Background: an optimization exercise with open tools, aiming at small area. Do not read the settings as production practice.
The RTL was checked by simulation tests, not by an equivalence proof against the original design.
Power figures rest on the tool's default switching activity, not on a simulated workload.

<file path="config.mk">
export PLATFORM = sky130hd
export DESIGN_NAME = reg_file_mp
export DESIGN_NICKNAME = reg_file_mp
export VERILOG_FILES = /design/flow/design.v
export SDC_FILE = /design/flow/constraint.sdc
export NUM_CORES = 8
export LEC_CHECK = 0
export CAP_MARGIN = 20
export CORE_MARGIN = 2
export CORE_UTILIZATION = 40
export SLEW_MARGIN = 20
</file>
<file path="constraint.sdc">
create_clock -name core_clock -period 5.0 [get_ports {clk_i}]
set_input_delay 1.0000 -clock core_clock [delete_from_list [all_inputs] [get_ports {clk_i}]]
set_output_delay 1.0000 -clock core_clock [all_outputs]
set_load 0.01 [all_outputs]
</file>
<file path="design.v">
module reg_file_mp #(
  parameter int DATA_WIDTH = 32,
  parameter int ADDR_WIDTH = 5,
  parameter int NUM_RD     = 2
) (
  input  logic                         clk_i,
  input  logic                         rst_i,
  input  logic [NUM_RD-1:0]            rd_en_i,
  input  logic [NUM_RD*ADDR_WIDTH-1:0] raddr_i,
  output logic [NUM_RD*DATA_WIDTH-1:0] rdata_o,
  input  logic                         wa_en_i,
  input  logic [ADDR_WIDTH-1:0]        wa_addr_i,
  input  logic [DATA_WIDTH-1:0]        wa_data_i,
  input  logic                         wb_en_i,
  input  logic [ADDR_WIDTH-1:0]        wb_addr_i,
  input  logic [DATA_WIDTH-1:0]        wb_data_i,
  input  logic                         clr_i,
  output logic                         busy_o
);
  localparam int DEPTH = 2 ** ADDR_WIDTH;
  localparam logic [ADDR_WIDTH-1:0] LAST_ADDR = '1;
  typedef enum logic {
    ST_IDLE  = 1'b0,
    ST_SWEEP = 1'b1
  } state_t;
  state_t                  r_state;
  logic [ADDR_WIDTH-1:0]   r_cnt;
  logic                    r_busy;
  logic [DATA_WIDTH-1:0]   r_mem [DEPTH];
  logic                    w_r0_zero;
  logic                    w_wa_commit;
  logic                    w_wb_commit;
  assign w_r0_zero = 1'b0;
  assign w_wa_commit = wa_en_i && !r_busy && !(w_r0_zero && (wa_addr_i == '0));
  assign w_wb_commit = wb_en_i && !r_busy && !(w_r0_zero && (wb_addr_i == '0));
  assign busy_o = r_busy;
  always_ff @(posedge clk_i or posedge rst_i) begin
    if (rst_i) begin
      r_state <= ST_IDLE;
      r_cnt   <= '0;
      r_busy  <= 1'b0;
    end else begin
      case (r_state)
        ST_IDLE: begin
          if (clr_i) begin
            r_state <= ST_SWEEP;
            r_cnt   <= '0;
            r_busy  <= 1'b1;
          end
        end
        ST_SWEEP: begin
          if (r_cnt == LAST_ADDR) begin
            r_state <= ST_IDLE;
            r_cnt   <= '0;
            r_busy  <= 1'b0;
          end else begin
            r_cnt <= r_cnt + 1'b1;
          end
        end
        default: begin
          r_state <= ST_IDLE;
          r_cnt   <= '0;
          r_busy  <= 1'b0;
        end
      endcase
    end
  end
  always_ff @(posedge clk_i or posedge rst_i) begin
    if (rst_i) begin
      for (int i = 0; i < DEPTH; i++) r_mem[i] <= '0;
    end else if (r_state == ST_SWEEP) begin
      r_mem[r_cnt] <= '0;
    end else begin
      if (w_wa_commit) r_mem[wa_addr_i] <= wa_data_i;
      if (w_wb_commit) r_mem[wb_addr_i] <= wb_data_i;
    end
  end
  for (genvar p = 0; p < NUM_RD; p++) begin : g_rd
    logic [ADDR_WIDTH-1:0] w_raddr;
    logic [DATA_WIDTH-1:0] r_rdata;
    assign w_raddr = raddr_i[p*ADDR_WIDTH +: ADDR_WIDTH];
    assign rdata_o[p*DATA_WIDTH +: DATA_WIDTH] = r_rdata;
    always_ff @(posedge clk_i or posedge rst_i) begin
      if (rst_i) begin
        r_rdata <= '0;
      end else if (rd_en_i[p]) begin
        if (r_busy)
          r_rdata <= '0;
        else if (w_wb_commit && (wb_addr_i == w_raddr))
          r_rdata <= wb_data_i;
        else if (w_wa_commit && (wa_addr_i == w_raddr))
          r_rdata <= wa_data_i;
        else if (w_r0_zero && (w_raddr == '0))
          r_rdata <= '0;
        else
          r_rdata <= r_mem[w_raddr];
      end
    end
  end
endmodule
</file>
<file path="run.sh">
#!/bin/bash
# synth_recipe.tcl (not shown) runs the flow's synth.tcl, then flattens the netlist and writes it again
# the make line also repeats each setting of config.mk as NAME=value (left out here)
make -C /OpenROAD-flow-scripts/flow DESIGN_CONFIG=/design/flow/config.mk WORK_HOME=/design/flow/orfs CLKGATE_MAP_FILE= SYNTH_SCRIPT=/design/flow/synth_recipe.tcl finish
</file>
==> results of run 1 <==
routing by layer:
metal | vias to the layer above | track usage, % | share of wire [%] | routed length (µm)
met2 | 12841 | 78.88 | 37 | 230100
met1 | 46897 | 72.30 | 33 | 209800
met3 | 4570 | 40.64 | 18 | 112100
met5 | - | 4.486 | 0.16 | 987
met4 | 42 | 56.88 | 12 | 75230
li1 | 34056 | - | - | -
worst paths after layout:
kind | from | cells past startpoint | slack, ns | endpoint
worst max-delay path | raddr_i[7] | 10 | 0.81 | g_rd[1].r_rdata[4]
worst min-delay path | r_mem[0][14] | 1 | 0.53 | r_mem[0][14]
min in group asynchronous | rst_i | 2 | 0.68 | r_mem[27][21]
worst min register to register | r_mem[0][14] | 1 | 0.53 | r_mem[0][14]
worst max register to register | r_busy | 8 | 1.43 | r_mem[9][15]
max in group asynchronous | rst_i | 5 | 2.87 | r_mem[15][9]
cell type report:
| cell class | count | area (µm²) |
|---|---|---|
| diodes | 182 | 455.4 |
| clock buffers | 215 | 4324 |
| clock inverters | 48 | 586.8 |
| fillers | 17845 | 98290 |
| inverters | 25 | 105.1 |
| multi-input cells | 7063 | 43700 |
| flip-flops and latches | 1095 | 27410 |
| well taps | 2480 | 3103 |
| repair buffers | 752 | 7854 |
kinds of logic after synthesis:
kind of cell	after synthesis	synth area share, %
mux	746	9.977
xor+xnor	21	0.2451
fa+ha+maj	6	0.1000
compound gates	3568	30.51
buf+inv	1113	6.682
simple gates	2722	15.97
flops	1095	36.51
sequential cells by signal, indices dropped and copies added, names as in the netlist:
register / count
r_mem: 1024
g_rd.r_rdata: 64
r_cnt: 5
r_busy: 1
r_state: 1
synthesized netlist by cell type (all sizes together) (101+ instances only):
| cell type | number | area, µm² |
|---|---|---|
| a221oi | 163 | 1453 |
| clkbuf | 682 | 2567 |
| dfrtp | 1095 | 27400 |
| nand4 | 144 | 900.9 |
| o21ai | 1338 | 6696 |
| a22oi | 540 | 4054 |
| a21oi | 611 | 3058 |
| a22o | 384 | 3363 |
| nor2 | 613 | 2584 |
| o2bb2ai | 101 | 884.6 |
| mux2i | 739 | 7397 |
| nand2 | 1373 | 5164 |
| buf | 406 | 2354 |
| nand3 | 359 | 1807 |
worst reg2reg max path, delay by kind of cell, from the launching register on:
| family | cells | cell delay, ns |
|---|---|---|
| and+or+nand+nor | 5 | 2.26 |
| DFF | 1 | 0.55 |
| buffers and inverters | 1 | 0.39 |
| AOI/OAI and AO/OA | 2 | 0.26 |
per-stage QoR:
step | power [mW] | utilization [%]
after floorplan | 19.15 | -
final | 38.46 | 47.11
after global placement | 25.33 | 44.02
after detailed placement | 25.66 | 44.09
after CTS | 36.78 | 46.73
after global routing | 38.78 | 46.90
cells in the final DEF (no fill, tap or decap), types with 144 or more instances in the layout:
cell / instances
a22oi_1: 540
clkbuf_16: 147
a21oi_1: 609
nand4_1: 144
a221oi_1: 159
nand3_1: 355
o21ai_0: 1018
o21ai_1: 316
a22o_1: 384
dfrtp_1: 1094
nand2_1: 1332
nor2_1: 503
mux2i_1: 739
buf_4: 453
diode_2: 182
clkdlybuf4s50_1: 145
power breakdown:
group | total, mW | internal (mW) | leakage (nW) | switching (mW)
Clock | 11.4 | 6.51 | 2.42 | 4.92
Combinational | 12.4 | 3.50 | 19.5 | 8.87
Sequential | 14.7 | 10.9 | 15.0 | 3.74
Total | 38.5 | 20.9 | 37.0 | 17.5
==> impl_metrics.csv, run 1 <==
group,metric,value,unit
clock_network,clock-sinks,1095,
final_layout,design_area,87540,µm²
logic_synthesis,synth_edf_count,0,
floorplanning,io_pins,156,
global_route,grt_pass1_vias,83670,
timing,rsz0062_at_grt,"false",
route,vias_per_cell,8.297,
logic_synthesis,async_flop_share,100.0,%
place,place_inst,11406,
logic_synthesis,ys_types,89,
timing,worst_slack,0.8106,ns
timing,final.setup.tns,0,ns
floorplanning,initial_core_util,40.38,%
critical_path,worstSetupEndpointType,"register",
floorplanning,rows,158,
clock_network,clkTransAtPathRegs,0.06,ns
clock_network,cts_buffers,145,
route,drt_first_pass_iters,11,
critical_path,cp_cell_sequence,"clkdlybuf4s50_1 > buf_4 > buf_4 > nand3b_1 > nor2_4 > buf_4 > a22oi_1 > nand4_1 > nor4_1 > o21ai_1",
critical_path,critPathBufInv,4,
critical_path,slowest_delay,0.95,ns
timing,slew_viol_final,0,
critical_path,critPathKind,"primary input to register",
place,place.gp.congestion,1.090,
power,p_leak,37.00,nW
power,ir_drop,1.209,mV
route,ant_nets,0,
route,wire_per_inst,52.98,µm
clock_network,cts_root_buf,"clkbuf_16",
logic_synthesis,synth_ff_type,"dfrtp_1",
hold_path,hp-class,"register to register",
global_route,grt_overflow,0,
floorplanning,die_x,437.1,µm
critical_path,crit_top_cell,"buf_4",
run,cap_violations,0,
critical_path,cp_data_required_time,5.78,ns
logic_synthesis,yosys_warnings,2,
clock_network,insertion_delay,0.85,ns
global_route,grt_max_degree,180,
logic_synthesis,synth.avg_cell_area,8.095,µm²
clock_network,cts_hold_buffers,0,
clock_network,cts_max_level,4,
critical_path,crit_family,"buffers and inverters",
global_route,grt_util_all_layers,63.36,%
global_route,antenna_found_initial,103,
place,dp_hpwl,379500,µm
clock_network,post_cts_resized,0,
final_layout,area_growth,16.64,%
floorplanning,die_y,437.1,µm
clock_network,cts_tree,"yes",
critical_path,worstPathMaxFanout,18,
timing,max_slew_margin,6.889,%
logic_synthesis,ys_ff_latch,1095,
timing,fmax,238.7,MHz
logic_synthesis,synth_fp_nets,9368,
place,place_area,81920,µm²
final_layout,drive_above_1_share,11.67,%
route,num_vias,98406,
critical_path,arrival,4.97,ns
timing,setup_violations,0,
status,status,"finished clean",
timing,clock_skew,0.02584,ns
timing,finalCritPeriodShare,83.79,%
route,drcViolationCount,0,
timing,period_needed,4.189,ns
place,dpl_worst_slack,0.2881,ns
global_route,grt_pass1_wl,813300,µm
power,power_per_cell_area,439.4,nW/µm²
critical_path,cp-start-kind,"primary input",
final_layout,fin_cells,11860,
floorplanning,placeableCoreArea,185800,µm²
logic_synthesis,netlist_instances,9271,
final_layout,nets,9179,
clock_network,cts_setup_buffers,0,
timing,finalHoldViolCount,0,
floorplanning,dieArea,191100,µm²
route,wirelength,628300,µm
logic_synthesis,synth_area,75050,µm²
timing,hold_ws,0.5255,ns
logic_synthesis,ys_seq_area_share,36.51,%
route,first_iter_violations,22554,
clock_network,clock_path_buffers,3,
place,portBuffers,155,
timing,worst_pin_slew,1.397,ns
critical_path,slowest_stage,"nor2_4",
==> run 2: changes to the inputs <==
==> design.v (replaced) <==
module reg_file_mp #(
  parameter int DATA_WIDTH = 32,
  parameter int ADDR_WIDTH = 5,
  parameter int NUM_RD     = 2
) (
  input  logic                         clk_i,
  input  logic                         rst_i,
  input  logic [NUM_RD-1:0]            rd_en_i,
  input  logic [NUM_RD*ADDR_WIDTH-1:0] raddr_i,
  output logic [NUM_RD*DATA_WIDTH-1:0] rdata_o,
  input  logic                         wa_en_i,
  input  logic [ADDR_WIDTH-1:0]        wa_addr_i,
  input  logic [DATA_WIDTH-1:0]        wa_data_i,
  input  logic                         wb_en_i,
  input  logic [ADDR_WIDTH-1:0]        wb_addr_i,
  input  logic [DATA_WIDTH-1:0]        wb_data_i,
  input  logic                         clr_i,
  output logic                         busy_o
);
  localparam int DEPTH = 2 ** ADDR_WIDTH;
  localparam int NGRP  = (DEPTH + 1 + 2) / 3;    
  localparam logic [ADDR_WIDTH-1:0] LAST_ADDR = '1;
  logic [ADDR_WIDTH-1:0]   r_cnt;
  logic                    r_busy;
  logic [DEPTH-1:0]        r_valid;
  logic [DATA_WIDTH-1:0]   r_mem [DEPTH];
  logic [DATA_WIDTH-1:0]   w_mem_nx [DEPTH];   
  logic [DEPTH-1:0]        w_sel_a;    
  logic [DEPTH-1:0]        w_sel_b;    
  logic [DEPTH-1:0]        w_hold;     
  logic [DEPTH-1:0]        w_valid_nx;
  assign busy_o = r_busy;
  always_ff @(posedge clk_i or posedge rst_i) begin
    if (rst_i) begin
      r_cnt  <= '0;
      r_busy <= 1'b0;
    end else if (r_busy) begin
      r_cnt  <= r_cnt + 1'b1;
      r_busy <= (r_cnt != LAST_ADDR);
    end else begin
      r_busy <= clr_i;
    end
  end
  for (genvar r = 0; r < DEPTH; r++) begin : g_wsel
    assign w_sel_b[r] = wb_en_i && (wb_addr_i == ADDR_WIDTH'(r));
    assign w_sel_a[r] = wa_en_i && (wa_addr_i == ADDR_WIDTH'(r)) && !w_sel_b[r];
    assign w_hold[r]  = !(w_sel_a[r] || w_sel_b[r]);
  end
  assign w_valid_nx = r_valid | w_sel_a | w_sel_b;
  always_ff @(posedge clk_i or posedge rst_i) begin
    if (rst_i) r_valid <= '0;
    else if (r_busy) r_valid <= '0;
    else r_valid <= w_valid_nx;
  end
  logic [DATA_WIDTH-1:0] w_wb_n;
  assign w_wb_n = ~wb_data_i;
  for (genvar r = 0; r < DEPTH; r++) begin : g_row
    logic w_nsel_b;
    assign w_nsel_b = !w_sel_b[r];
    for (genvar i = 0; i < DATA_WIDTH; i++) begin : g_bit
      reg_file_mp_wcell u_w (
        .hold_i (w_hold[r]),  .q_i   (r_mem[r][i]),
        .sel_a_i(w_sel_a[r]), .wa_i  (wa_data_i[i]),
        .nsel_b_i(w_nsel_b),  .nwb_i (w_wb_n[i]),
        .d_o    (w_mem_nx[r][i])
      );
    end
    always_ff @(posedge clk_i) r_mem[r] <= w_mem_nx[r];
  end
  for (genvar p = 0; p < NUM_RD; p++) begin : g_rd
    logic [ADDR_WIDTH-1:0] w_raddr;
    logic [DATA_WIDTH-1:0] r_rdata;
    logic                  w_rd;
    logic [3*NGRP-1:0]     w_sel;                  
    logic [DATA_WIDTH-1:0] w_term [3*NGRP];        
    logic [DATA_WIDTH-1:0] w_grp_n [NGRP];
    logic [DATA_WIDTH-1:0] w_next;
    assign w_raddr = raddr_i[p*ADDR_WIDTH +: ADDR_WIDTH];
    assign rdata_o[p*DATA_WIDTH +: DATA_WIDTH] = r_rdata;
    assign w_rd = rd_en_i[p] && !r_busy;
    for (genvar r = 0; r < DEPTH; r++) begin : g_rsel
      assign w_sel[r]  = w_rd && w_valid_nx[r] && (w_raddr == ADDR_WIDTH'(r));
      assign w_term[r] = w_mem_nx[r];
    end
    assign w_sel[DEPTH]  = !rd_en_i[p];
    assign w_term[DEPTH] = r_rdata;
    for (genvar t = DEPTH + 1; t < 3 * NGRP; t++) begin : g_pad
      assign w_sel[t]  = 1'b0;
      assign w_term[t] = '0;
    end
    for (genvar g = 0; g < NGRP; g++) begin : g_grp
      for (genvar i = 0; i < DATA_WIDTH; i++) begin : g_bit
        reg_file_mp_aoi222 u_grp (
          .a0_i(w_sel[3*g]),   .b0_i(w_term[3*g][i]),
          .a1_i(w_sel[3*g+1]), .b1_i(w_term[3*g+1][i]),
          .a2_i(w_sel[3*g+2]), .b2_i(w_term[3*g+2][i]),
          .y_no(w_grp_n[g][i])
        );
      end
    end
    for (genvar i = 0; i < DATA_WIDTH; i++) begin : g_or
      logic [NGRP-1:0] w_in;
      for (genvar g = 0; g < NGRP; g++) begin : g_in
        assign w_in[g] = w_grp_n[g][i];
      end
      reg_file_mp_nandn #(.N(NGRP)) u_or (
        .a_i(w_in),
        .y_o(w_next[i])
      );
    end
    always_ff @(posedge clk_i or posedge rst_i) begin
      if (rst_i) r_rdata <= '0;
      else r_rdata <= w_next;
    end
  end
endmodule
module reg_file_mp_aoi222 (
  input  logic a0_i,
  input  logic b0_i,
  input  logic a1_i,
  input  logic b1_i,
  input  logic a2_i,
  input  logic b2_i,
  output logic y_no
);
  assign y_no = ~((a0_i & b0_i) | (a1_i & b1_i) | (a2_i & b2_i));
endmodule
module reg_file_mp_nandn #(
  parameter int N = 11
) (
  input  logic [N-1:0] a_i,
  output logic         y_o
);
  assign y_o = ~&a_i;
endmodule
module reg_file_mp_wcell (
  input  logic hold_i,
  input  logic q_i,
  input  logic sel_a_i,
  input  logic wa_i,
  input  logic nsel_b_i,
  input  logic nwb_i,
  output logic d_o
);
  logic g;
  assign g   = ~((hold_i & q_i) | (sel_a_i & wa_i));
  assign d_o = ~((nsel_b_i | nwb_i) & g);
endmodule
--- a/config.mk
+++ b/config.mk
@@ -11 +11,2 @@
 export SLEW_MARGIN = 20
+export SYNTH_HIERARCHICAL = 1
==> run 2 against run 1 <==
Routed wire length down 57%. Register-to-register slack worse by 0.13 ns. Cell count fell by 43%. Sequential power fell by 21%. Clock skew up 0.011 ns. Global-route usage decreased by 21 points. Worst hold slack worse by 0.047 ns. Critical endpoint is now g_rd[1].r_rdata[28].
==> impl_metrics.csv, run 2 <==
group,metric,value,unit
critical_path,arrival,5.03,ns
logic_synthesis,netlist_instances,4538,
power,p_leak,21.48,nW
timing,finalCritPeriodShare,88.54,%
floorplanning,initial_core_util,40.35,%
route,num_vias,54608,
critical_path,worstSetupEndpointType,"register",
global_route,grt_pass1_vias,51654,
status,status,"finished clean",
logic_synthesis,ys_ff_latch,1126,
timing,max_slew_margin,15.12,%
route,vias_per_cell,8.094,
route,drt_first_pass_iters,14,
timing,finalHoldViolCount,0,
final_layout,fin_util,49.99,%
logic_synthesis,synth_area,46890,µm²
clock_network,cts_max_level,3,
timing,clock_skew,0.03642,ns
route,drcViolationCount,0,
final_layout,drive_above_1_share,14.12,%
floorplanning,placeableCoreArea,116200,µm²
timing,fmax,225.9,MHz
final_layout,nets,5204,
global_route,grt_pass1_wl,376500,µm
timing,period_needed,4.427,ns
logic_synthesis,synth_fp_nets,4631,
power,power_per_cell_area,433.7,nW/µm²
critical_path,worstPathMaxFanout,17,
critical_path,rrSetupSlack,1.30,ns
timing,hold_ws,0.4783,ns
critical_path,slowest_delay,0.62,ns
final_layout,fin_cells,6747,
clock_network,insertion_delay,0.75,ns
clock_network,cts_setup_buffers,0,
global_route,grt_overflow,0,
floorplanning,rows,125,
clock_network,cts_tree,"yes",
power,finalPower,25.20,mW
floorplanning,dieArea,120000,µm²
logic_synthesis,async_flop_share,9.059,%
clock_network,clock_path_buffers,3,
logic_synthesis,synth_ff_type,"dfxtp_1",
route,wire_per_inst,39.87,µm
power,ir_drop,0.3105,mV
place,portBuffers,155,
global_route,antenna_found_initial,14,
clock_network,post_cts_resized,0,
critical_path,slowest_stage,"clkdlybuf4s50_1",
clock_network,clock-sinks,1126,
logic_synthesis,ys_top_cells_by_count,"1024 x a22oi_1, 1024 x dfxtp_1, 1024 x o21ai_1",
logic_synthesis,ys_seq_area_share,49.16,%
timing,slew_viol_final,0,
clock_network,cts_buffers,117,
critical_path,worstReg2RegStart,"r_busy",
critical_path,worstReg2RegEnd,"g_rd[0].r_rdata[0]",
logic_synthesis,yosys_warnings,16,
critical_path,cp-start-kind,"primary input",
logic_synthesis,ys_types,42,
run,cap_violations,0,
final_layout,area_growth,23.88,%
global_route,grt_max_degree,56,
floorplanning,die_y,346.4,µm
final_layout,largest_reg_flops,1024,
critical_path,rr_worst_depth,8,
final_layout,final_cell_mix,"1024 x a22oi_1, 1024 x o21ai_1, 1024 x dfxtp_1",
hold_path,hp-class,"register to register",
critical_path,cp-startpoint,"wb_addr_i[0]",
route,first_iter_violations,12637,
final_layout,regMostFlops,"r_mem",
logic_synthesis,synth_area_leader_cell,"dfxtp_1",
place,place_area,53930,µm²
hold_path,min_path_cells,1,
logic_synthesis,synth.avg_cell_area,10.33,µm²
critical_path,critPathKind,"primary input to register",
logic_synthesis,yosys.area.top_type_share,43.72,%
timing,final.setup.tns,0,ns
clock_network,cts_root_buf,"clkbuf_16",
place,dpl_worst_slack,0.01354,ns
timing,setup_violations,0,
critical_path,cp-endpoint,"g_rd[1].r_rdata[28]",
floorplanning,io_pins,156,
route,ant_nets,0,
final_layout,top_regs,"r_mem (1024), g_rd.r_rdata (64), r_valid (32)",
critical_path,cp_cell_sequence,"clkdlybuf4s50_1 > and2_2 > buf_4 > nand2_2 > and2_2 > buf_4 > a22oi_1 > o21ai_1 > a222oi_1 > nand4_1 > or3_1",
timing,worst_pin_slew,1.265,ns
place,place_inst,6513,
logic_synthesis,synth_area_leaders,"dfxtp_1 44%, a22oi_1 16%, a222oi_1 15%",
route,wirelength,269000,µm
final_layout,design_area,58090,µm²
logic_synthesis,synth_edf_count,0,
floorplanning,die_x,346.4,µm
timing,worst_slack,0.5731,ns
place,dp_hpwl,158600,µm
final_layout,fillers,10783,
clock_network,cts_hold_buffers,0,
place,place.gp.congestion,0.9779,
critical_path,cp_data_required_time,5.60,ns
global_route,grt_util_all_layers,42.58,%
timing,rsz0062_at_grt,"false",
clock_network,clkTransAtPathRegs,0.06,ns
-- run 2: cell count changes in the layout (fill, tap and decap cells not counted), sizes merged, moves of 291 or more --
cell / change
a222oi: +658
dfrtp: -993
mux2i: -738
o21ai: -314
a21oi: -579
a22oi: +484
nand2: -1294
nor2: -577
a22o: -384
nand3: -291
dfxtp: +1024
-- run 2: kinds of logic (layout without fill, tap and decap cells) --
logic type	Yosys count	in the layout	share of synthesized area, %
AOI/OAI and AO/OA	2816	2816	43.77
xor gates and xnor gates	3	3	0.05604
adders and majority gates	2	2	0.05336
buffers and inverters	79	754	0.8432
DFF	1126	1126	49.16
muxes	3	3	0.06937
other	0	10	0
and+or+nand+nor	509	509	6.044
-- run 2: area by class of cell --
class	count	area (µm²)	area share (%)
inverters	36	137.6	0.2369
repair buffers	497	4649	8.004
multi-input cells	3333	24260	41.77
well taps	1524	1907	3.283
flip-flops and latches	1126	23050	39.68
clock inverters	44	485.5	0.8357
diodes	10	25.02	0.04308
clock buffers	177	3570	6.145
-- run 2: critical path, delay by kind of cell --
family,cells,cell delay (ns)
and+or+nand+nor,5,2.01
buffers and inverters,3,1.28
AOI/OAI and AO/OA,3,0.71
-- run 2: modules after synthesis, one instance, submodules excluded, excerpt --
module | cells inside | flip-flops and latches | times used | area (µm²)
reg_file_mp | 1530 | 1126 | 1 | 25510
reg_file_mp_wcell | 2 | 0 | 1024 | 12.51
reg_file_mp_aoi222 | 1 | 0 | 704 | 10.01
-- run 2: per-layer routing --
| metal | track usage [%] | share of wire, % | vias to the layer above |
|---|---|---|---|
| li1 | - | - | 21561 |
| met1 | 52.54 | 35 | 26099 |
| met2 | 57.65 | 39 | 5487 |
| met3 | 18.95 | 17 | 1447 |
| met4 | 32.04 | 9.2 | 14 |
| met5 | 0.9204 | 0.078 | - |
-- run 2: worst min path at each step --
stage / startpoint / to / slack (ns)
finish: r_cnt[3] / r_cnt[3] / 0.48
global route: r_cnt[3] / r_cnt[3] / 0.51
CTS: r_cnt[3] / r_cnt[3] / 0.48
detailed placement: r_cnt[3] / r_cnt[3] / 0.47
global placement: r_cnt[3] / r_cnt[3] / 0.46
floorplan: r_cnt[3] / r_cnt[3] / 0.44
-- run 2: power breakdown --
group	internal, mW	switching [mW]
logic	1.53	2.74
clock network	5.34	3.96
registers	11.1	0.542
==> run 3: changes to the inputs <==
==> flow/run.sh (new file) <==
#!/bin/bash
# Layout flow: the standard flow (standard.sh) step by step, with two
# changes: the clock tree is built from clkbuf_8 sink clusters without dummy
# loads, and the port buffers are buf_1 cells. Each step's output goes to a
# log of its own in this folder.
set -euo pipefail

bash standard.sh synth > synth.log 2>&1
bash standard.sh floorplan > floorplan.log 2>&1
BUFFER_PORTS_ARGS="-buffer_cell sky130_fd_sc_hd__buf_1" \
  bash standard.sh place > place.log 2>&1
CTS_ARGS="-sink_clustering_enable -repair_clock_nets -dont_use_dummy_load -buf_list sky130_fd_sc_hd__clkbuf_8 -root_buf sky130_fd_sc_hd__clkbuf_16 -sink_clustering_size 15 -sink_clustering_max_diameter 45" \
  bash standard.sh cts > cts.log 2>&1
bash standard.sh route > route.log 2>&1
bash standard.sh finish > finish.log 2>&1
==> standard.sh (new file) <==
#!/bin/bash
# synth_recipe.tcl (not shown) runs the flow's synth.tcl, then flattens the netlist and writes it again
# the make line also repeats each setting of config.mk as NAME=value (left out here)
make -C /OpenROAD-flow-scripts/flow DESIGN_CONFIG=/design/flow/config.mk WORK_HOME=/design/flow/orfs CLKGATE_MAP_FILE= SYNTH_SCRIPT=/design/flow/synth_recipe.tcl "${@:-finish}"
--- a/config.mk
+++ b/config.mk
@@ -7,6 +7,6 @@
 export LEC_CHECK = 0
-export CAP_MARGIN = 20
+export CAP_MARGIN = 5
 export CORE_MARGIN = 2
 export CORE_UTILIZATION = 40
-export SLEW_MARGIN = 20
+export SLEW_MARGIN = 5
 export SYNTH_HIERARCHICAL = 1
removed: run.sh
==> run 3 against run 2 <==
Still clean. Register-to-register slack improved by 0.04 ns. Count of clock-buffer cells in the layout decreased by 42. Worst hold slack worse by 0.16 ns. Cell count decreased by 2.3%. Setup slack gained 0.072 ns. Flip-flop and latch count stayed put. Core utilization fell by 3.3 points. Global-route usage is 1.8 points lower. Critical endpoint is now g_rd[0].r_rdata[22].
==> impl_metrics.csv, run 3 <==
group,metric,value,unit
logic_synthesis,synth_ff_type,"dfxtp_1",
timing,finalCritPeriodShare,87.11,%
critical_path,rrSetupSlack,1.34,ns
route,vias_per_cell,8.008,
route,first_iter_violations,12556,
place,dp_hpwl,149200,µm
critical_path,worstPathMaxFanout,27,
power,power_per_cell_area,396.6,nW/µm²
power,swShare,30.49,%
floorplanning,dieArea,120000,µm²
clock_network,cts_max_level,4,
route,drt_first_pass_iters,14,
critical_path,rr_worst_depth,7,
timing,worst_pin_slew,1.263,ns
clock_network,clkTransAtPathRegs,0.09,ns
logic_synthesis,synth_fp_nets,4631,
route,dr.max_layer_used,"met5",
logic_synthesis,synth.avg_cell_area,10.33,µm²
route,wirelength,257100,µm
logic_synthesis,synth_area,46890,µm²
timing,max_slew_margin,15.62,%
critical_path,slowest_delay,0.75,ns
floorplanning,die_y,346.4,µm
power,p_comb_share,19.2,%
clock_network,insertion_delay,0.75,ns
clock_network,clock_path_buffers,3,
final_layout,drive_above_1_share,12.44,%
critical_path,worstReg2RegEnd,"g_rd[0].r_rdata[28]",
run,cap_violations,0,
critical_path,cp-startpoint,"wa_addr_i[1]",
final_layout,fillers,11181,
place,portBuffers,155,
critical_path,cp-endpoint,"g_rd[0].r_rdata[22]",
global_route,grt_pass1_wl,361300,µm
critical_path,cp-start-kind,"primary input",
final_layout,nets,5158,
critical_path,worstReg2RegStart,"r_busy",
final_layout,fin_util,46.67,%
critical_path,slowest_stage,"nor2b_2",
power,p_switching,6.558,mW
logic_synthesis,ys_top_cells_by_count,"1024 x a22oi_1, 1024 x dfxtp_1, 1024 x o21ai_1",
timing,slew_viol_final,0,
clock_network,post_cts_resized,0,
timing,rsz0062_at_grt,"false",
place,place_area,52360,µm²
clock_network,cts_setup_buffers,0,
timing,setup_violations,0,
power,clkPwrFrac,26.8,%
floorplanning,rows,125,
logic_synthesis,netlist_instances,4538,
clock_network,cts_buffers,135,
timing,fmax,229.6,MHz
power,ir_drop,0.3180,mV
final_layout,area_growth,15.66,%
clock_network,clock-sinks,1126,
floorplanning,io_pins,156,
logic_synthesis,ys_ff_latch,1126,
critical_path,worstSetupEndpointType,"register",
route,drcViolationCount,0,
floorplanning,initial_core_util,40.35,%
logic_synthesis,ys_seq_area_share,49.16,%
global_route,grt_max_degree,44,
route,wire_per_inst,39.00,µm
critical_path,cp_cell_sequence,"buf_1 > nor2b_2 > nand2_1 > and2_2 > buf_4 > a22oi_1 > o21ai_1 > a222oi_1 > nand4_1 > or3_1",
power,p_int,14.95,mW
floorplanning,die_x,346.4,µm
critical_path,arrival,4.92,ns
final_layout,final_cell_mix,"1024 x a22oi_1, 1024 x o21ai_1, 1024 x dfxtp_1",
global_route,antenna_found_initial,10,
logic_synthesis,synth_edf_count,0,
final_layout,largest_reg_flops,1024,
clock_network,cts_root_buf,"clkbuf_16",
route,wl_met3,43830,µm
route,routed-wl-met2,99280,µm
timing,clock_skew,0.07308,ns
final_layout,design_area,54230,µm²
timing,finalHoldViolCount,0,
place,dpl_worst_slack,0.2246,ns
clock_network,cts_hold_buffers,0,
logic_synthesis,synth_area_leader_cell,"dfxtp_1",
global_route,grt_pass1_vias,50044,
clock_network,cts_tree,"yes",
timing,final.setup.tns,0,ns
logic_synthesis,yosys_warnings,16,
route,ant_nets,0,
final_layout,top_regs,"r_mem (1024), g_rd.r_rdata (64), r_valid (32)",
logic_synthesis,async_flop_share,9.059,%
place,place.gp.congestion,0.9756,
route,num_vias,52782,
floorplanning,placeableCoreArea,116200,µm²
timing,worst_slack,0.6447,ns
critical_path,cp_data_required_time,5.56,ns
logic_synthesis,synth_area_leaders,"dfxtp_1 44%, a22oi_1 16%, a222oi_1 15%",
global_route,grt_util_all_layers,40.83,%
power,finalPower,21.51,mW
logic_synthesis,ys_types,42,
power,pwr-share-seq,54.1,%
route,wl_met1,93400,µm
power,p_leak,19.72,nW
global_route,grt_overflow,0,
status,status,"finished clean",
critical_path,critPathKind,"primary input to register",
logic_synthesis,yosys.area.top_type_share,43.72,%
final_layout,regMostFlops,"r_mem",
timing,period_needed,4.355,ns
hold_path,hp-class,"primary input to asynchronous set/reset pin",
-- run 3: power groups by stage --
stage / Sequential (mW) / Combinational, mW / Clock (mW)
after floorplan: 11.7 / 2.93 / 0
after CTS: 11.6 / 3.99 / 5.71
final: 11.6 / 4.12 / 5.76
after global placement: 11.8 / 3.84 / 0
after detailed placement: 11.8 / 3.98 / 0
after global routing: 11.8 / 4.56 / 6.05
-- run 3: worst max-delay path, delay by kind of cell --
kind / cells / cell delay [ns]
simple gates: 5 / 2.63
buf+inv: 2 / 0.49
compound gates: 3 / 0.75
-- run 3: metal layers --
metal | vias to the layer above | GRT usage (%)
li1 | 21290 | -
met1 | 25252 | 53.17
met2 | 5196 | 54.60
met3 | 1038 | 15.89
met4 | 6 | 28.68
met5 | - | 0.6002
-- run 3: metrics by stage --
step / cells / hold WS, ns
2_1_floorplan: 4538 / 0.4387
3_3_place_gp: 6452 / 0.4635
3_5_place_dp: 6452 / 0.4666
4_1_cts: 6587 / 0.3201
5_1_grt: 6587 / 0.3437
6_report: 6591 / 0.3218
-- run 3: area by class of cell --
cell class	instances	area (µm²)	area share [%]
flip-flops and latches	1126	23050	42.50
repair buffers	433	2995	5.523
diodes	4	10.01	0.01846
well taps	1524	1907	3.516
multi-input cells	3333	24260	44.74
inverters	36	137.6	0.2538
clock buffers	135	1869	3.447
-- run 3: worst min path at each step --
stage                         end  startpoint
2_1_floorplan            r_cnt[3]    r_cnt[3]
3_3_place_gp             r_cnt[3]    r_cnt[3]
3_5_place_dp             r_cnt[3]    r_cnt[3]
4_1_cts        g_rd[0].r_rdata[2]       rst_i
5_1_grt        g_rd[0].r_rdata[2]       rst_i
6_report       g_rd[0].r_rdata[2]       rst_i
-- run 3: modules after synthesis (local to each module, per instance), excerpt --
module,copies in the design,cell area (µm²),cells inside
reg_file_mp_wcell,1024,12.51,2
reg_file_mp,1,25510,1530
reg_file_mp_aoi222,704,10.01,1
-- run 3: cells by family after synthesis --
logic type	Yosys count	share of synthesized area [%]
buf+inv	79	0.8432
simple gates	509	6.044
fa+ha+maj	2	0.05336
xor+xnor	3	0.05604
flops	1126	49.16
compound gates	2816	43.77
mux	3	0.06937
==> run 4: changes to the inputs <==
==> flow/run.sh (replaced) <==
#!/bin/bash
# Layout flow: the standard flow (standard.sh) step by step, with two
# changes: the port buffers are buf_1 cells, and the clock tree is built from
# clkbuf_8 sink clusters of at most 15 flip-flops without dummy loads. Each
# step's output goes to a log of its own in this folder.
set -euo pipefail

bash standard.sh synth > synth.log 2>&1
bash standard.sh floorplan > floorplan.log 2>&1
BUFFER_PORTS_ARGS="-buffer_cell sky130_fd_sc_hd__buf_1" \
  bash standard.sh place > place.log 2>&1
CTS_ARGS="-sink_clustering_enable -repair_clock_nets -dont_use_dummy_load -buf_list sky130_fd_sc_hd__clkbuf_8 -root_buf sky130_fd_sc_hd__clkbuf_16 -sink_clustering_size 15 -sink_clustering_max_diameter 80" \
  bash standard.sh cts > cts.log 2>&1
bash standard.sh route > route.log 2>&1
bash standard.sh finish > finish.log 2>&1
--- a/config.mk
+++ b/config.mk
@@ -7,6 +7,6 @@
 export LEC_CHECK = 0
-export CAP_MARGIN = 5
+export CAP_MARGIN = 0
 export CORE_MARGIN = 2
 export CORE_UTILIZATION = 40
-export SLEW_MARGIN = 5
+export SLEW_MARGIN = 0
 export SYNTH_HIERARCHICAL = 1
==> run 4 against run 3 <==
Cell count shrank 0.76%. Register-to-register slack hardly changed. Sequential share of layout area is 0.46 points higher. Sequential power about the same. Setup slack got worse by 0.048 ns. Non-clock buffer count stayed put. Die area unchanged. Combinational power barely moved. Count of clock-buffer cells in the layout is 49 lower.
==> impl_metrics.csv, run 4 <==
group,metric,value,unit
final_layout,nets,5109,
timing,finalCritPeriodShare,88.06,%
timing,max_slew_margin,13.28,%
power,ir_drop,0.2490,mV
logic_synthesis,ys_seq_area_share,49.16,%
clock_network,cts_hold_buffers,0,
power,finalPower,20.62,mW
critical_path,rrSetupSlack,1.34,ns
clock_network,cts_root_buf,"clkbuf_16",
floorplanning,io_pins,156,
critical_path,slowest_delay,0.74,ns
route,drcViolationCount,0,
route,ant_nets,0,
logic_synthesis,synth_area,46890,µm²
logic_synthesis,synthXorXnorAreaFrac,0.05603,%
global_route,grt_util_all_layers,40.63,%
place,place_inst,6452,
timing,worst_pin_slew,1.301,ns
critical_path,worstPathMaxFanout,19,
timing,rsz0062_at_grt,"false",
status,status,"finished clean",
logic_synthesis,synth_area_leader_cell,"dfxtp_1",
logic_synthesis,ys_top_cells_by_count,"1024 x a22oi_1, 1024 x dfxtp_1, 1024 x o21ai_1",
final_layout,area_growth,14.41,%
timing,finalHoldViolCount,0,
floorplanning,dieArea,120000,µm²
clock_network,insertion_delay,0.68,ns
logic_synthesis,yosys.area.top_type_share,43.72,%
timing,clock_skew,0.05834,ns
final_layout,final_cell_mix,"1024 x a22oi_1, 1024 x o21ai_1, 1024 x dfxtp_1",
logic_synthesis,synthMuxAreaShare,0.06938,%
global_route,grt_max_degree,44,
timing,period_needed,4.403,ns
critical_path,critPathKind,"primary input to register",
logic_synthesis,ys_types,42,
hold_path,hp-class,"primary input to asynchronous set/reset pin",
critical_path,cp-start-kind,"primary input",
place,dp_hpwl,149200,µm
clock_network,post_cts_resized,0,
logic_synthesis,synth_top_family_by_area,"compound AO/OA/AOI/OAI gates",
logic_synthesis,synth_fp_nets,4631,
critical_path,crit_top_cell,"buf_4",
clock_network,cts_setup_buffers,0,
final_layout,regMostFlops,"r_mem",
critical_path,cp_cell_sequence,"buf_1 > and4b_1 > buf_4 > nand2_2 > and2_2 > buf_4 > a22oi_1 > o21ai_1 > a222oi_1 > nand4_1 > or3_1",
global_route,grt_overflow,0,
clock_network,cts_tree,"yes",
place,portBuffers,155,
clock_network,clkTransAtPathRegs,0.10,ns
timing,final.setup.tns,0,ns
final_layout,fillers,11223,
route,drt_first_pass_iters,13,
final_layout,largest_reg_flops,1024,
floorplanning,rows,125,
logic_synthesis,synth_area_leaders,"dfxtp_1 44%, a22oi_1 16%, a222oi_1 15%",
logic_synthesis,yosys.area_share.simple,6.044,%
logic_synthesis,async_flop_share,9.059,%
route,wire_per_inst,39.26,µm
timing,slew_viol_final,0,
global_route,antenna_found_initial,10,
timing,setup_violations,0,
power,power_per_cell_area,384.4,nW/µm²
floorplanning,die_x,346.4,µm
critical_path,slowest_stage,"and4b_1",
run,cap_violations,0,
clock_network,cts_max_level,3,
power,p_leak,19.41,nW
logic_synthesis,yosys_warnings,16,
final_layout,top_regs,"r_mem (1024), g_rd.r_rdata (64), r_valid (32)",
logic_synthesis,ys_ff_latch,1126,
global_route,grt_pass1_vias,49815,
final_layout,fin_cells,6541,
route,first_iter_violations,12654,
global_route,grt_pass1_wl,360400,µm
floorplanning,initial_core_util,40.35,%
place,place.gp.congestion,0.9756,
logic_synthesis,synth_ff_type,"dfxtp_1",
logic_synthesis,synth_edf_count,0,
clock_network,clock_path_buffers,3,
critical_path,cp_data_required_time,5.56,ns
timing,fmax,227.1,MHz
logic_synthesis,netlist_instances,4538,
critical_path,arrival,4.96,ns
route,wirelength,256800,µm
clock_network,cts_buffers,86,
floorplanning,die_y,346.4,µm
logic_synthesis,synth_compound_area_share,43.77,%
critical_path,worstSetupEndpointType,"register",
floorplanning,placeableCoreArea,116200,µm²
route,num_vias,52586,
logic_synthesis,synth_fa_ha_area_share,0.05337,%
final_layout,drive_above_1_share,11.59,%
clock_network,clock-sinks,1126,
logic_synthesis,synth.avg_cell_area,10.33,µm²
route,vias_per_cell,8.039,
-- run 4: Yosys stat by module, one instance, submodules excluded, a selection --
module / flops+latches / times used / area, µm²
reg_file_mp: 1126 / 1 / 25510
reg_file_mp_aoi222: 0 / 704 / 10.01
reg_file_mp_wcell: 0 / 1024 / 12.51
-- run 4: worst max-delay path, delay by kind of cell --
family / cells / cell delay (ns)
AO/OA/AOI/OAI: 3 / 0.68
AND/OR/NAND/NOR: 5 / 2.34
buffers and inverters: 3 / 0.90
-- run 4: cell families (layout without fill, tap and decap cells) --
logic type / after synthesis / after routing
other: 0 / 3
multiplexers: 3 / 3
flip-flops: 1126 / 1126
adder cells (fa/ha/maj): 2 / 2
buffers and inverters: 79 / 555
AO/OA/AOI/OAI: 2816 / 2816
AND/OR/NAND/NOR: 509 / 509
XOR/XNOR: 3 / 3
-- run 4: through the flow --
stage,hold slack [ns],utilization (%),setup slack [ns],instance area [µm²]
floorplan,0.4387,-,1.053,46890
global placement,0.4635,45.05,0.2483,52360
finish,0.3727,46.17,0.5970,53650
detailed placement,0.4666,45.05,0.2246,52360
global route,0.3875,46.16,0.5909,53640
CTS,0.3753,46.16,0.9557,53640
-- run 4: final cells by class --
class                   count  area, µm²  area share [%]
multi-input cells        3333      24260           45.23
clock buffers              86       1285           2.395
well taps                1524       1907           3.554
inverters                  36      137.6          0.2565
flip-flops and latches   1126      23050           42.97
diodes                      3      7.507         0.01399
repair buffers            433       2995           5.583
-- run 4: worst paths after layout --
path	startpoint	end	depth (start not counted)
setup / recovery	wb_addr_i[4]	g_rd[1].r_rdata[9]	11
hold / removal	rst_i	g_rd[1].r_rdata[16]	2
setup reg to reg	r_busy	g_rd[0].r_rdata[28]	7
hold reg to reg	r_cnt[3]	r_cnt[3]	1
max in group asynchronous	rst_i	g_rd[1].r_rdata[14]	3
min in group core_clock	r_cnt[3]	r_cnt[3]	1
-- run 4: power breakdown --
| part | internal, mW | total [mW] | switching, mW |
|---|---|---|---|
| Combinational | 1.46 | 4.12 | 2.67 |
| Sequential | 11.1 | 11.6 | 0.554 |
| Clock | 1.72 | 4.87 | 3.15 |
| Total | 14.2 | 20.6 | 6.37 |
-- run 4: routing by layer --
metal	wire [µm]	GRT usage, %	vias up	part of all wire, %
met5	67	0.2401	-	0.026
met4	20780	28.38	10	8.1
met3	43040	15.88	1044	17
met2	99030	54.37	5058	39
met1	93860	52.93	25296	37
li1	-	-	21178	-
==> run 5: changes to the inputs <==
--- a/config.mk
+++ b/config.mk
@@ -7,6 +7,6 @@
 export LEC_CHECK = 0
-export CAP_MARGIN = 0
+export CAP_MARGIN = 5
 export CORE_MARGIN = 2
 export CORE_UTILIZATION = 40
-export SLEW_MARGIN = 0
+export SLEW_MARGIN = 5
 export SYNTH_HIERARCHICAL = 1
==> run 5 against run 4 <==
Flip-flop and latch count is the same. Sequential power is essentially flat. Core utilization is the same. Combinational power is essentially flat. Cell count is the same. Global-route usage is the same. Sequential share of layout area is the same. Routed wire length is the same. Critical path depth is the same.
==> impl_metrics.csv, run 5 <==
group,metric,value,unit
status,status,"finished clean",
timing,clock_skew,0.05834,ns
timing,finalCritPeriodShare,88.06,%
final_layout,nets,5109,
logic_synthesis,synth_area,46890,µm²
place,dp_hpwl,149200,µm
logic_synthesis,synth_edf_count,0,
logic_synthesis,yosys.area_share.simple,6.044,%
timing,rsz0062_at_grt,"false",
final_layout,fin_util,46.17,%
timing,period_needed,4.403,ns
global_route,grt_max_degree,44,
final_layout,drive_above_1_share,11.59,%
route,wirelength,256800,µm
clock_network,cts_setup_buffers,0,
route,drt_first_pass_iters,13,
clock_network,clkTransAtPathRegs,0.10,ns
timing,fmax,227.1,MHz
logic_synthesis,synth_fp_nets,4631,
route,first_iter_violations,12654,
logic_synthesis,synthXorXnorAreaFrac,0.05603,%
logic_synthesis,ys_ff_latch,1126,
critical_path,worstSetupEndpointType,"register",
logic_synthesis,ys_seq_area_share,49.16,%
timing,hold_ws,0.3727,ns
run,cap_violations,0,
timing,slew_viol_final,0,
logic_synthesis,ys_types,42,
logic_synthesis,synth_ff_type,"dfxtp_1",
hold_path,hp-class,"primary input to asynchronous set/reset pin",
final_layout,design_area,53650,µm²
logic_synthesis,synth_area_leader_cell,"dfxtp_1",
final_layout,fin_cells,6541,
floorplanning,rows,125,
critical_path,cp-start-kind,"primary input",
timing,setup_violations,0,
logic_synthesis,async_flop_share,9.059,%
final_layout,fillers,11223,
critical_path,worstPathMaxFanout,19,
global_route,grt_overflow,0,
final_layout,largest_reg_flops,1024,
clock_network,cts_buffers,86,
place,place.gp.congestion,0.9756,
timing,worst_slack,0.5970,ns
place,place_inst,6452,
global_route,grt_pass1_wl,360400,µm
floorplanning,io_pins,156,
route,vias_per_cell,8.039,
final_layout,area_growth,14.41,%
clock_network,insertion_delay,0.68,ns
final_layout,regMostFlops,"r_mem",
critical_path,arrival,4.96,ns
timing,worst_pin_slew,1.301,ns
floorplanning,placeableCoreArea,116200,µm²
global_route,grt_pass1_vias,49815,
logic_synthesis,yosys_warnings,16,
logic_synthesis,synth_fa_ha_area_share,0.05337,%
clock_network,clock_path_buffers,3,
logic_synthesis,synth_area_leaders,"dfxtp_1 44%, a22oi_1 16%, a222oi_1 15%",
logic_synthesis,netlist_instances,4538,
logic_synthesis,synth.avg_cell_area,10.33,µm²
floorplanning,initial_core_util,40.35,%
final_layout,final_cell_mix,"1024 x a22oi_1, 1024 x o21ai_1, 1024 x dfxtp_1",
timing,final.setup.tns,0,ns
global_route,grt_util_all_layers,40.63,%
logic_synthesis,synth_top_family_by_area,"compound AO/OA/AOI/OAI gates",
clock_network,cts_hold_buffers,0,
route,wire_per_inst,39.26,µm
logic_synthesis,yosys.area.top_type_share,43.72,%
critical_path,cp_data_required_time,5.56,ns
power,p_leak,19.41,nW
timing,max_slew_margin,13.28,%
place,dpl_worst_slack,0.2246,ns
route,num_vias,52586,
logic_synthesis,synth_compound_area_share,43.77,%
critical_path,rrSetupSlack,1.34,ns
place,place_area,52360,µm²
route,ant_nets,0,
logic_synthesis,ys_top_cells_by_count,"1024 x a22oi_1, 1024 x dfxtp_1, 1024 x o21ai_1",
timing,finalHoldViolCount,0,
clock_network,clock-sinks,1126,
clock_network,cts_root_buf,"clkbuf_16",
floorplanning,dieArea,120000,µm²
floorplanning,die_y,346.4,µm
power,ir_drop,0.2490,mV
clock_network,cts_max_level,3,
logic_synthesis,synthMuxAreaShare,0.06938,%
place,portBuffers,155,
global_route,antenna_found_initial,10,
floorplanning,die_x,346.4,µm
power,finalPower,20.62,mW
final_layout,top_regs,"r_mem (1024), g_rd.r_rdata (64), r_valid (32)",
power,power_per_cell_area,384.4,nW/µm²
clock_network,post_cts_resized,0,
route,drcViolationCount,0,
clock_network,cts_tree,"yes",
critical_path,critPathKind,"primary input to register",
## run 5: per-module statistics from Yosys, one instance, submodules excluded, a selection
| module | times used | cells |
|---|---|---|
| reg_file_mp_aoi222 | 704 | 1 |
| reg_file_mp | 1 | 1530 |
| reg_file_mp_wcell | 1024 | 2 |
## run 5: final cells by class
type / instances / area, µm² / area share (%)
Antenna cell: 3 / 7.507 / 0.01399
Multi-Input combinational cell: 3333 / 24260 / 45.23
Tap cell: 1524 / 1907 / 3.554
Timing Repair Buffer: 433 / 2995 / 5.583
Inverter: 36 / 137.6 / 0.2565
Clock buffer: 86 / 1285 / 2.395
Sequential cell: 1126 / 23050 / 42.97
## run 5: path summary, 6_finish.rpt
| kind | cells after the start | end | start |
|---|---|---|---|
| setup / recovery | 11 | g_rd[1].r_rdata[9] | wb_addr_i[4] |
| hold / removal | 2 | g_rd[1].r_rdata[16] | rst_i |
| setup reg to reg | 7 | g_rd[0].r_rdata[28] | r_busy |
| hold reg to reg | 1 | r_cnt[3] | r_cnt[3] |
| max in group asynchronous | 3 | g_rd[1].r_rdata[14] | rst_i |
| min in group core_clock | 1 | r_cnt[3] | r_cnt[3] |
## run 5: worst max-delay path: stages
cell,delay [ns]
buf_1,0.27
and4b_1,0.74
buf_4,0.29
nand2_2,0.06
and2_2,0.35
buf_4,0.34
a22oi_1,0.20
o21ai_1,0.13
a222oi_1,0.35
nand4_1,0.63
or3_1,0.56
## run 5: power by group
group	internal, mW	switching (mW)	leakage, nW
clock network	1.72	3.15	0.665
registers	11.1	0.554	9.97
logic	1.46	2.67	8.77
## run 5: metal layers
layer  GRT usage [%]  up-vias  routed length, µm
met5          0.2401        -                 67
met4           28.38       10              20780
met3           15.88     1044              43040
met2           54.37     5058              99030
met1           52.93    25296              93860
li1                -    21178                  -
## run 5: kinds of logic after synthesis
logic type	Yosys count
AO/OA/AOI/OAI	2816
flip-flops	1126
AND/OR/NAND/NOR	509
buffers and inverters	79
XOR/XNOR	3
multiplexers	3
adder cells (fa/ha/maj)	2
==> run 6: changes to the inputs <==
--- a/config.mk
+++ b/config.mk
@@ -9,3 +9,4 @@
 export CORE_MARGIN = 2
-export CORE_UTILIZATION = 40
+export CORE_UTILIZATION = 60
+export PLACE_DENSITY = 0.7
 export SLEW_MARGIN = 5
==> run 6 against run 5 <==
Flip-flop and latch count is the same. Clock skew grew 0.0020 ns. Global-route usage grew 16 points. Cell count shrank 7.7%. Via count grew 3.2%. Critical path depth shrank 1. Worst hold slack gained 0.10 ns. Fmax shrank 1.9%. Power is essentially flat. Combinational power grew 1%. Core utilization grew 22 points. Largest cell class unchanged.
==> impl_metrics.csv, run 6 <==
group,metric,value,unit
clock_network,post_cts_resized,0,
clock_network,cts_hold_buffers,0,
logic_synthesis,yosys.area.top_type_share,43.72,%
clock_network,cts_max_level,3,
floorplanning,io_pins,156,
route,ant_nets,0,
place,portBuffers,155,
critical_path,worstReg2RegEnd,"g_rd[0].r_rdata[20]",
power,pwr-share-seq,56.6,%
final_layout,nets,5079,
logic_synthesis,ys_ff_latch,1126,
final_layout,drive_above_1_share,10.67,%
critical_path,rr_worst_depth,7,
critical_path,cp-start-kind,"primary input",
logic_synthesis,synthMuxAreaShare,0.06938,%
clock_network,insertion_delay,0.68,ns
power,p_comb_share,20.2,%
logic_synthesis,synth_fa_ha_area_share,0.05337,%
logic_synthesis,yosys_warnings,16,
power,p_int,14.23,mW
clock_network,cts_root_buf,"clkbuf_16",
logic_synthesis,synth_edf_count,0,
power,p_switching,6.372,mW
logic_synthesis,synthXorXnorAreaFrac,0.05603,%
power,ir_drop,0.3543,mV
clock_network,clkTransAtPathRegs,0.10,ns
logic_synthesis,ys_top_cells_by_count,"1024 x a22oi_1, 1024 x dfxtp_1, 1024 x o21ai_1",
final_layout,largest_reg_flops,1024,
route,num_vias,54260,
logic_synthesis,synth_area,46890,µm²
route,first_iter_violations,13908,
power,finalPower,20.60,mW
timing,rsz0062_at_grt,"false",
timing,period_needed,4.491,ns
critical_path,worstReg2RegStart,"r_busy",
power,clkPwrFrac,23.2,%
logic_synthesis,synth_ff_type,"dfxtp_1",
logic_synthesis,synth_area_leader_cell,"dfxtp_1",
logic_synthesis,synth_area_leaders,"dfxtp_1 44%, a22oi_1 16%, a222oi_1 15%",
timing,slew_viol_final,0,
clock_network,clock_path_buffers,3,
power,swShare,30.93,%
global_route,antenna_found_initial,20,
final_layout,regMostFlops,"r_mem",
final_layout,top_regs,"r_mem (1024), g_rd.r_rdata (64), r_valid (32)",
floorplanning,dieArea,80400,µm²
global_route,grt_max_degree,55,
clock_network,cts_buffers,85,
critical_path,arrival,5.05,ns
timing,hold_ws,0.4736,ns
floorplanning,initial_core_util,60.53,%
logic_synthesis,synth_fp_nets,4631,
timing,finalCritPeriodShare,89.81,%
final_layout,final_cell_mix,"1024 x a22oi_1, 1024 x o21ai_1, 1024 x dfxtp_1",
clock_network,clock-sinks,1126,
timing,fmax,222.7,MHz
clock_network,cts_tree,"yes",
place,place.gp.congestion,1.098,
timing,worst_slack,0.5095,ns
global_route,grt_pass1_wl,340000,µm
floorplanning,placeableCoreArea,77470,µm²
timing,clock_skew,0.06035,ns
critical_path,critPathKind,"primary input to register",
critical_path,cp_data_required_time,5.56,ns
run,cap_violations,0,
critical_path,worstSetupEndpointType,"register",
route,wire_per_inst,39.92,µm
power,power_per_cell_area,391.0,nW/µm²
hold_path,hp-class,"primary input to asynchronous set/reset pin",
clock_network,cts_setup_buffers,0,
route,vias_per_cell,8.991,
final_layout,design_area,52690,µm²
logic_synthesis,ys_types,42,
place,place_area,51390,µm²
timing,worst_pin_slew,1.343,ns
place,dpl_worst_slack,0.2766,ns
logic_synthesis,async_flop_share,9.059,%
global_route,grt_util_all_layers,56.70,%
power,p_leak,19.18,nW
logic_synthesis,synth_top_family_by_area,"compound AO/OA/AOI/OAI gates",
timing,final.setup.tns,0,ns
route,drcViolationCount,0,
global_route,grt_pass1_vias,50465,
logic_synthesis,netlist_instances,4538,
place,dp_hpwl,137200,µm
floorplanning,die_y,283.6,µm
timing,finalHoldViolCount,0,
logic_synthesis,synth.avg_cell_area,10.33,µm²
logic_synthesis,synth_compound_area_share,43.77,%
critical_path,rrSetupSlack,1.12,ns
global_route,grt_overflow,0,
floorplanning,die_x,283.6,µm
final_layout,area_growth,12.37,%
logic_synthesis,ys_seq_area_share,49.16,%
logic_synthesis,yosys.area_share.simple,6.044,%
status,status,"finished clean",
timing,setup_violations,0,
route,drt_first_pass_iters,17,
timing,max_slew_margin,10.47,%
route,wirelength,240900,µm
critical_path,worstPathMaxFanout,32,
floorplanning,rows,102,
run 6: logic make-up after synthesis:
group / count (synthesis)
buf+inv: 79
mux: 3
compound gates: 2816
xor+xnor: 3
simple gates: 509
fa+ha+maj: 2
flops: 1126
run 6: metrics by stage:
step	utilization [%]	std cells
after floorplan	-	4538
after global placement	66.34	5939
after detailed placement	66.34	5939
after CTS	67.98	6024
after global routing	67.99	6026
final	68.02	6035
run 6: worst max path at each step:
stage	start	end	slack, ns	cells past startpoint
after floorplan	wa_addr_i[4]	g_rd[0].r_rdata[0]	1.05	6
after global placement	wb_addr_i[4]	g_rd[0].r_rdata[27]	0.35	10
after detailed placement	wb_addr_i[1]	g_rd[0].r_rdata[27]	0.28	10
after CTS	wb_addr_i[3]	g_rd[0].r_rdata[10]	0.95	10
after global routing	wb_addr_i[4]	g_rd[0].r_rdata[31]	0.55	10
final	wb_addr_i[0]	g_rd[0].r_rdata[20]	0.51	10
run 6: critical path, stage by stage:
cell      delay (ns)
buf_1           0.24
nor2b_4         0.72
buf_4           0.35
nand2_2         0.08
and2_2          0.56
a22oi_1         0.31
o21ai_1         0.15
a222oi_1        0.31
nand4_1         0.68
or3_1           0.59
run 6: layer usage:
metal | vias up | GRT usage (%) | routed length (µm)
met1 | 25078 | 69.12 | 77540
met4 | 20 | 47.59 | 25420
met2 | 6360 | 75.01 | 91090
met3 | 1657 | 26.55 | 46680
li1 | 21145 | - | -
met5 | - | 0.4167 | 173
run 6: Yosys stat by module, one instance, submodules excluded, excerpt:
| module | flops+latches | cell area [µm²] | cells inside | copies in the design |
|---|---|---|---|---|
| reg_file_mp_aoi222 | 0 | 10.01 | 1 | 704 |
| reg_file_mp_wcell | 0 | 12.51 | 2 | 1024 |
| reg_file_mp | 1126 | 25510 | 1530 | 1 |
run 6: power by group through the flow:
| stage | Combinational (mW) | Sequential [mW] | Clock (mW) |
|---|---|---|---|
| floorplan | 2.93 | 11.7 | 0 |
| global placement | 3.81 | 11.8 | 0 |
| detailed placement | 3.97 | 11.8 | 0 |
| CTS | 3.99 | 11.6 | 4.65 |
| global route | 4.56 | 11.8 | 4.99 |
| finish | 4.16 | 11.7 | 4.79 |
run 6: area by class of cell:
type | instances | area, µm²
tap | 1040 | 1301
inverter | 36 | 137.6
multi-input combinational | 3333 | 24260
antenna | 11 | 27.53
clock buffer | 85 | 1271
fill | 6474 | 24770
sequential | 1126 | 23050
timing repair buffer | 404 | 2643
==> run 7: changes to the inputs <==
--- a/flow/run.sh
+++ b/flow/run.sh
@@ -1,5 +1,6 @@
 #!/bin/bash
-# Layout flow: the standard flow (standard.sh) step by step, with two
-# changes: the port buffers are buf_1 cells, and the clock tree is built from
-# clkbuf_8 sink clusters of at most 15 flip-flops without dummy loads. Each
+# Layout flow: the standard flow (standard.sh) step by step, with these
+# changes: the clock tree is built from clkbuf_8 sink clusters of at most 15
+# flip-flops without dummy loads, the port buffers are buf_1 cells, and the
+# global-route step downsizes gates that have slack (RECOVER_POWER). Each
 # step's output goes to a log of its own in this folder.
@@ -13,3 +14,3 @@
   bash standard.sh cts > cts.log 2>&1
-bash standard.sh route > route.log 2>&1
+RECOVER_POWER=100 bash standard.sh route > route.log 2>&1
 bash standard.sh finish > finish.log 2>&1
--- a/config.mk
+++ b/config.mk
@@ -9,4 +9,3 @@
 export CORE_MARGIN = 2
-export CORE_UTILIZATION = 60
-export PLACE_DENSITY = 0.7
+export CORE_UTILIZATION = 40
 export SLEW_MARGIN = 5
==> run 7 against run 6 <==
Now fails the layout checks on max-capacitance violations, max-slew violations. Die area rose by 49%. Flip-flop and latch count unchanged. Via count down 2.7%. Combinational power shrank 5.5%. Routed wire length grew 6.7%. Area after synthesis unchanged. Cell count grew 8.5%. Register-to-register slack improved by 0.22 ns. First-iteration DRC count down 9.5%.
==> impl_metrics.csv, run 7 <==
group,metric,value,unit
timing,worst_pin_slew,2.372,ns
critical_path,worstReg2RegEnd,"g_rd[0].r_rdata[28]",
critical_path,worstSetupEndpointType,"register",
logic_synthesis,ys_types,42,
power,pwr-share-seq,56.9,%
floorplanning,io_pins,156,
final_layout,drive_above_1_share,10.13,%
floorplanning,placeableCoreArea,116200,µm²
run,cap_violations,12,
clock_network,cts_buffers,86,
power,p_leak,19.21,nW
final_layout,fin_cells,6545,
timing,max_slew_margin,-58.13,%
timing,final.setup.tns,0,ns
hold_path,whs_endpoint,"r_cnt[3]",
critical_path,critPathKind,"primary input to register",
clock_network,cts_setup_buffers,0,
route,ant_nets,0,
floorplanning,rows,125,
critical_path,cp_cell_sequence,"buf_1 > nor2b_1 > clkbuf_1 > nand2_1 > and2_0 > buf_4 > a22oi_1 > o21ai_0 > a222oi_1 > nand3_1 > or3_1",
logic_synthesis,synth.avg_cell_area,10.33,µm²
timing,period_needed,4.702,ns
timing,setup_violations,0,
logic_synthesis,synth_area,46890,µm²
power,p_int,14.12,mW
power,clkPwrFrac,23.9,%
place,dpl_worst_slack,0.2246,ns
global_route,antenna_found_initial,11,
power,p_comb_share,19.2,%
place,dp_hpwl,149200,µm
hold_path,min_path_cells,1,
clock_network,clock-sinks,1126,
final_layout,fin_util,45.87,%
power,power_per_cell_area,383.2,nW/µm²
clock_network,cts_root_buf,"clkbuf_16",
clock_network,cts_hold_buffers,0,
floorplanning,dieArea,120000,µm²
critical_path,cp-start-kind,"primary input",
route,wire_per_inst,39.28,µm
route,drcViolationCount,0,
logic_synthesis,yosys_warnings,16,
timing,finalCritPeriodShare,94.03,%
critical_path,slowest_delay,0.84,ns
timing,fmax,212.7,MHz
route,vias_per_cell,8.062,
final_layout,nets,5109,
logic_synthesis,synth_area_leaders,"dfxtp_1 44%, a22oi_1 16%, a222oi_1 15%",
route,first_iter_violations,12587,
route,drt_first_pass_iters,11,
floorplanning,die_x,346.4,µm
global_route,grt_overflow,0,
logic_synthesis,ys_seq_area_share,49.16,%
critical_path,worstReg2RegStart,"r_busy",
logic_synthesis,yosys.area.top_type_share,43.72,%
critical_path,cp_data_required_time,5.55,ns
critical_path,slowest_stage,"and2_0",
logic_synthesis,synth_area_leader_cell,"dfxtp_1",
final_layout,top_regs,"r_mem (1024), g_rd.r_rdata (64), r_valid (32)",
final_layout,area_growth,13.68,%
logic_synthesis,synth_fp_nets,4631,
timing,hold_ws,0.4818,ns
global_route,grt_pass1_vias,49815,
final_layout,largest_reg_flops,1024,
power,p_switching,6.304,mW
final_layout,regMostFlops,"r_mem",
critical_path,rrSetupSlack,1.34,ns
place,portBuffers,155,
global_route,grt_pass1_wl,360400,µm
critical_path,arrival,5.25,ns
timing,clock_skew,0.06075,ns
global_route,grt_util_all_layers,40.63,%
route,wirelength,257100,µm
route,num_vias,52768,
hold_path,hp-start,"r_cnt[3]",
floorplanning,die_y,346.4,µm
clock_network,insertion_delay,0.69,ns
clock_network,post_cts_resized,0,
timing,worst_slack,0.2984,ns
place,place_inst,6452,
global_route,grt_max_degree,44,
critical_path,rr_worst_depth,7,
power,swShare,30.86,%
clock_network,cts_tree,"yes",
critical_path,worstPathMaxFanout,13,
logic_synthesis,ys_ff_latch,1126,
logic_synthesis,synth_edf_count,0,
timing,finalHoldViolCount,0,
status,status,"finished with violations",
floorplanning,initial_core_util,40.35,%
final_layout,final_cell_mix,"1024 x a22oi_1, 1024 x dfxtp_1, 892 x o21ai_0",
timing,slew_viol_final,257,
logic_synthesis,async_flop_share,9.059,%
timing,rsz0062_at_grt,"false",
logic_synthesis,synth_ff_type,"dfxtp_1",
power,ir_drop,0.2464,mV
clock_network,cts_max_level,3,
place,place.gp.congestion,0.9756,
status,failed_checks,"max-capacitance violations, max-slew violations",
logic_synthesis,netlist_instances,4538,
hold_path,hp-class,"register to register",
clock_network,clkTransAtPathRegs,0.11,ns
clock_network,clock_path_buffers,3,
logic_synthesis,ys_top_cells_by_count,"1024 x a22oi_1, 1024 x dfxtp_1, 1024 x o21ai_1",
run 7: cell counts after synthesis:
No cell type changed its count.
run 7: critical path: cells and delay by family:
kind                   cells  cell delay (ns)
and+or+nand+nor            5             2.24
buffers and inverters      3             1.30
AOI/OAI and AO/OA          3             0.70
run 7: per-stage QoR:
| step | power [mW] | instance area, µm² |
|---|---|---|
| global placement | 15.60 | 52360 |
| global route | 21.31 | 53290 |
| CTS | 20.44 | 53640 |
| finish | 20.43 | 53310 |
| detailed placement | 15.80 | 52360 |
| floorplan | 14.59 | 46890 |
run 7: kinds of logic after synthesis:
kind of cell    after synthesis  synth area share, %
buf+inv                      79               0.8432
simple gates                509                6.044
fa+ha+maj                     2              0.05336
xor+xnor                      3              0.05604
flops                      1126                49.16
mux                           3              0.06937
compound gates             2816                43.77
run 7: how the worst max path moves through the flow:
stage,startpoint,endpoint,slack [ns],cells after the start
global route,wb_addr_i[2],g_rd[0].r_rdata[28],0.31,9
detailed placement,wa_addr_i[1],g_rd[0].r_rdata[22],0.22,10
finish,wa_addr_i[0],g_rd[0].r_rdata[31],0.30,11
global placement,wa_addr_i[1],g_rd[0].r_rdata[22],0.25,10
floorplan,wa_addr_i[4],g_rd[0].r_rdata[0],1.05,6
CTS,wa_addr_i[1],g_rd[0].r_rdata[22],0.96,10
run 7: layout make-up:
cell class | count | area (µm²)
Fill cell | 11285 | 62900
Multi-Input combinational cell | 3333 | 24160
Sequential cell | 1126 | 23050
Timing Repair Buffer | 433 | 2754
Tap cell | 1524 | 1907
Clock buffer | 86 | 1285
Inverter | 36 | 136.4
Antenna cell | 7 | 17.52
run 7: power groups by stage:
stage          sequential (mW)  combinational [mW]  clock, mW
2_1_floorplan             11.7                2.93          0
3_3_place_gp              11.8                3.84          0
3_5_place_dp              11.8                3.98          0
4_1_cts                   11.6                3.99       4.83
5_1_grt                   11.8                4.36       5.14
6_report                  11.6                3.93       4.87
run 7: metal layers:
metal	up-vias	track usage (%)	routed length, µm
met5	-	0.2401	45
li1	21168	-	-
met2	5102	54.37	98780
met3	1093	15.88	42810
met1	25397	52.93	94110
met4	8	28.38	21350
run 7: modules after synthesis (local to each module, per instance), a selection:
module              flops+latches  copies in the design  area, µm²  cells inside
reg_file_mp                  1126                     1      25510          1530
reg_file_mp_aoi222              0                   704      10.01             1
reg_file_mp_wcell               0                  1024      12.51             2

==> afterwards: timing with drivers on the ports <==
In the flow no input, the clock included, has a driving cell. The finished layouts below were timed again as built, in two steps.
Step 1: set_driving_cell puts a clkbuf_16 on clk_i and a buf_2 on each other input, an assumption about the parent block.
Step 2 moves the port delays by t, midway between the first and last clock arrival at a register: inputs arrive t later, outputs are due t later. That takes back most of the time a late clock gives input paths.
a / b / c = ideal / step 1 / step 2; a / b = the first two.
| run | shift t [ns] | setup WS [ns] | hold WS [ns] | worst setup path after step 2 |
|---|---|---|---|---|
| run 1 | 0.947 | 0.811 / 0.884 / -0.062 | 0.526 / 0.526 / 0.526 | input to register |
| run 2 | 0.809 | 0.573 / 0.630 / -0.180 | 0.478 / 0.478 / 0.478 | input to register |
| run 3 | 0.778 | 0.645 / 0.690 / -0.088 | 0.322 / 0.271 / 0.475 | input to register |
| run 4 | 0.728 | 0.597 / 0.651 / -0.076 | 0.373 / 0.318 / 0.481 | input to register |
| run 5 | 0.728 | 0.597 / 0.651 / -0.076 | 0.373 / 0.318 / 0.481 | input to register |
| run 6 | 0.732 | 0.509 / 0.563 / -0.169 | 0.474 / 0.417 / 0.481 | input to register |
| run 7 | 0.732 | 0.298 / 0.346 / -0.386 | 0.482 / 0.482 / 0.482 | input to register |
The setup slack of run 1, which loses most, moves by +0.073 ns with the drivers and by -0.873 ns with both steps.
